Source: an optimization exercise on an open RTL-to-GDS flow (aim: small area, a short achievable clock period and few clock cycles per item). Production flows keep margins and buffers that such runs may drop. In this exercise RTL edits were held to simulation tests only and were not proved equivalent to the original.

Design lfo_wave_generator, start of the top module:
module lfo_wave_generator #(
  parameter int MAX_PERIOD = lfo_pkg::MaxPeriodDef,
  parameter int LEVEL_BITS = lfo_pkg::LevelBitsDef
) (
  input  logic                        clk_i,
  input  logic                        rst_ni,
  input  logic                        cfg_we_i,
  input  logic [0:0]                  cfg_idx_i,
  input  logic [12:0]                 cfg_data_i,
  input  logic                        in_valid_i,
  output logic                        in_ready_o,
  input  logic                        restart_i,
  output logic                        out_valid_o,
  input  logic                        out_ready_i,
  output logic [LEVEL_BITS-1:0]       level_o,
  output logic [$clog2(MAX_PERIOD)-1:0] position_o
);
  localparam logic [30:0] One = lfo_pkg::One;
  logic        wave_q;
  logic [12:0] per_q;
  logic [12:0] per_wr;
  always_comb begin
    if (cfg_data_i == 13'd0) per_wr = 13'd1;
    else if (cfg_data_i > 13'd4096) per_wr = 13'd4096;
    else per_wr = cfg_data_i;
  end
  always_ff @(posedge clk_i or negedge rst_ni) begin
    if (!rst_ni) begin
      wave_q <= 1'b0;
      per_q  <= lfo_pkg::PeriodRst;
    end else if (cfg_we_i) begin
      if (cfg_idx_i == 1'b0) wave_q <= cfg_data_i[0];
      else per_q <= per_wr;
    end
  end
  logic [11:0] pos_q;
  logic        dirty_q;           
  logic        take;
  ...
Settings: LEC_CHECK=0, CAP_MARGIN=20, CORE_MARGIN=2, CORE_UTILIZATION=40, SETUP_SLACK_MARGIN=5, SLEW_MARGIN=20; clock period 11.0 ns.
run.sh (not shown) runs the stock make flow with config.mk's settings and CLKGATE_MAP_FILE= SYNTH_SCRIPT=/design/flow/synth_recipe.tcl, a recipe that flattens the netlist after the stock synthesis.
The baseline completed with no timing, DRC or antenna violations.
Testbench counts at the start, summed over its fixed seeds: cycles 2,951, items 1,818.
Then changed:
--- a/flow/design.v
+++ b/flow/design.v
@@ -1435,64 +1435,61 @@
   logic [12:0] pos_p1;
   logic [11:0] nx_pos, nx_zero, tick_i;
   logic        rs_eff;
   assign pos_ge  = {1'b0, pos_q} >= per_q;
   assign pos_p1  = {1'b0, pos_q} + 13'd1;
   assign nx_pos  = (pos_p1 >= per_q) ? 12'd0 : pos_p1[11:0];
   assign nx_zero = (per_q == 13'd1) ? 12'd0 : 12'd1;
   assign rs_eff  = restart_i | pos_ge;
   assign tick_i  = rs_eff ? 12'd0 : pos_q;
-  logic        tv_q, sv_q;
-  logic [11:0] si_q;
+  logic        tv_q;
   logic [11:0] ti_q;
-  logic        launch, wsel, wlaunch, start, t_go, adv;
-  assign in_ready_o = !sv_q & !(dirty_q & tv_q);
+  logic        launch, t_go, adv;
+  assign in_ready_o = !tv_q | t_go;
   assign take       = in_valid_i & in_ready_o;
   always_ff @(posedge clk_i or negedge rst_ni) begin
     if (!rst_ni) begin
       pos_q   <= '0;
       dirty_q <= 1'b1;
     end else begin
       if (take) pos_q <= rs_eff ? nx_zero : nx_pos;
-      if (wlaunch) dirty_q <= 1'b0;
-      else if (cfg_we_i) dirty_q <= 1'b1;
+      if (cfg_we_i) dirty_q <= 1'b1;
       else if (launch) dirty_q <= 1'b0;
     end
   end
   logic [31:0] acc_q, inc_q;
   logic [11:0] rem_q, rinc_q;
   logic [12:0] pd_q;              
   logic        md_q;              
   logic [12:0] den_q;             
   logic [14:0] den3_q;
   logic        div_busy_q;
   logic [2:0]  div_cnt_q;
   logic [11:0] hd;
   assign hd = pd_q[12:1];
-  logic [11:0] src_i, ci, ht, hmt;
-  logic [12:0] src_p, cp, den0;
+  logic [11:0] src_i, ht, mt, hmt;
+  logic [12:0] src_p, den0;
   logic        src_w;
   logic [11:0] remA0, remB0;
   logic [31:0] numA0, numB0;
   always_comb begin
-    src_p = per_q;
-    src_w = wsel ? 1'b0 : wave_q;
     src_i = pos_ge ? 12'd0 : pos_q;
-    cp    = wsel ? cfg_data_i : per_q;
-    ci    = ({1'b0, pos_q} >= cp) ? 12'd0 : pos_q;
+    src_p = per_q;
+    src_w = wave_q;
     ht    = src_p[12:1];
-    hmt   = (src_i <= ht) ? ht - src_i : src_i - ht;
+    mt    = (src_i <= ht) ? src_i : 12'((ht << 1) - src_i);
+    hmt   = ht - mt;
     if (!src_w) begin
-      remA0 = ci;
-      numA0 = {20'd0, cp[12:1]};
+      remA0 = src_i;
+      numA0 = {20'd0, ht};
       remB0 = 12'd1;
       numB0 = '0;
-      den0  = cp;
+      den0  = src_p;
     end else begin
       remA0 = {1'b0, hmt[11:1]};
       numA0 = {hmt[0], 4'd0, ht[11:1], 16'd0};
       remB0 = 12'd0;
       numB0 = {16'h8000, 16'd0};
       den0  = {1'b0, ht};
     end
   end
   logic [11:0] remA1, remB1;
@@ -1526,51 +1523,40 @@
     bw     = d_sub[13];
     incx   = tri_up ? ~inc_q : inc_q;
     cin    = tri_up ? !bw : cy;
     sum0   = a_sel + incx;
     sum1   = a_sel + incx + 32'd1;
     acc_n  = cin ? sum1 : sum0;
     if (tri_up) rem_n = bw ? d_sub2[11:0] : d_sub[11:0];
     else rem_n = cy ? d_add[11:0] : s_add[11:0];
   end
-  assign launch  = dirty_q & !sv_q & (!tv_q | t_go);
-  assign wsel    = cfg_we_i & cfg_idx_i[0] & !wave_q & !in_valid_i
-                   & (cfg_data_i != 13'd0) & (cfg_data_i <= 13'd4096);
-  assign wlaunch = wsel & !sv_q & (!tv_q | t_go);
-  assign start   = launch | wlaunch;
+  assign launch  = dirty_q & (!tv_q | t_go);
   assign t_go    = tv_q & !div_busy_q & adv;
   always_ff @(posedge clk_i or negedge rst_ni) begin
     if (!rst_ni) begin
       tv_q       <= 1'b0;
-      sv_q       <= 1'b0;
       div_busy_q <= 1'b0;
       div_cnt_q  <= '0;
     end else begin
-      if (!tv_q || t_go) begin
-        tv_q <= sv_q | take;
-        sv_q <= 1'b0;
-      end else if (take) begin
-        sv_q <= 1'b1;
-      end
-      if (start) begin
+      if (!tv_q || t_go) tv_q <= take;
+      if (launch) begin
         div_busy_q <= 1'b1;
         div_cnt_q  <= src_w ? 3'd3 : 3'd7;
       end else if (div_busy_q) begin
         div_cnt_q <= div_cnt_q - 3'd1;
         if (div_cnt_q == 3'd0) div_busy_q <= 1'b0;
       end
     end
   end
   always_ff @(posedge clk_i) begin
-    if (!tv_q || t_go) ti_q <= sv_q ? si_q : tick_i;
-    else if (take) si_q <= tick_i;
-    if (start) begin
-      pd_q   <= src_w ? src_p : cp;
+    if (!tv_q || t_go) ti_q <= tick_i;
+    if (launch) begin
+      pd_q   <= src_p;
       md_q   <= src_w;
       den_q  <= den0;
       den3_q <= {2'b0, den0} + {1'b0, den0, 1'b0};
       acc_q  <= numA0;
       rem_q  <= remA0;
       inc_q  <= numB0;
       rinc_q <= remB0;
     end else if (div_busy_q) begin
       acc_q  <= numA1;
The changed run completed without violations. Maximum frequency drops by roughly a tenth. Cell area increases slightly. Non-clock buffer count grows by 105. Via count decreases slightly. Core utilization climbs by 0.98 points. Count of clock-buffer cells in the layout drops by 15. Worst setup slack got worse by 770 ps. Clock skew rises by 36 ps. Worst hold slack hardly moves. First-iteration DRC count rose slightly. Die area came out lower slightly.
Testbench counts after the change, summed over its fixed seeds: cycles 2,997, items 1,818.

[separate check: timing with driven ports]
In the flow no input, the clock included, has a driving cell. The finished layouts below were timed again as built, in two steps.
Step 1 assumes that a clkbuf_16 drives the clock port and a buf_2 every other input.
Step 2, shift: input delay + t, output delay - t, t = (earliest + latest rising clock arrival at the registers) / 2. This alone moves slack from input paths to output paths.
a / b / c = ideal ports / drivers / drivers and shift; a / b = the first two.
run | t, ns | setup slack, ns | worst register clock-pin slew, ns | cell pins on the clock port's net
the first run | 0.796 | 5.188 / 5.188 / 4.477 | 0.07 / 0.07 | 1
the second run | 0.762 | 4.415 / 4.330 / 5.022 | 0.07 / 0.07 | 1
After both steps setup and hold are still met in every run listed. For the first run, which loses most, drivers alone change the setup slack by 0.000 ns; drivers and shift together by -0.711 ns.
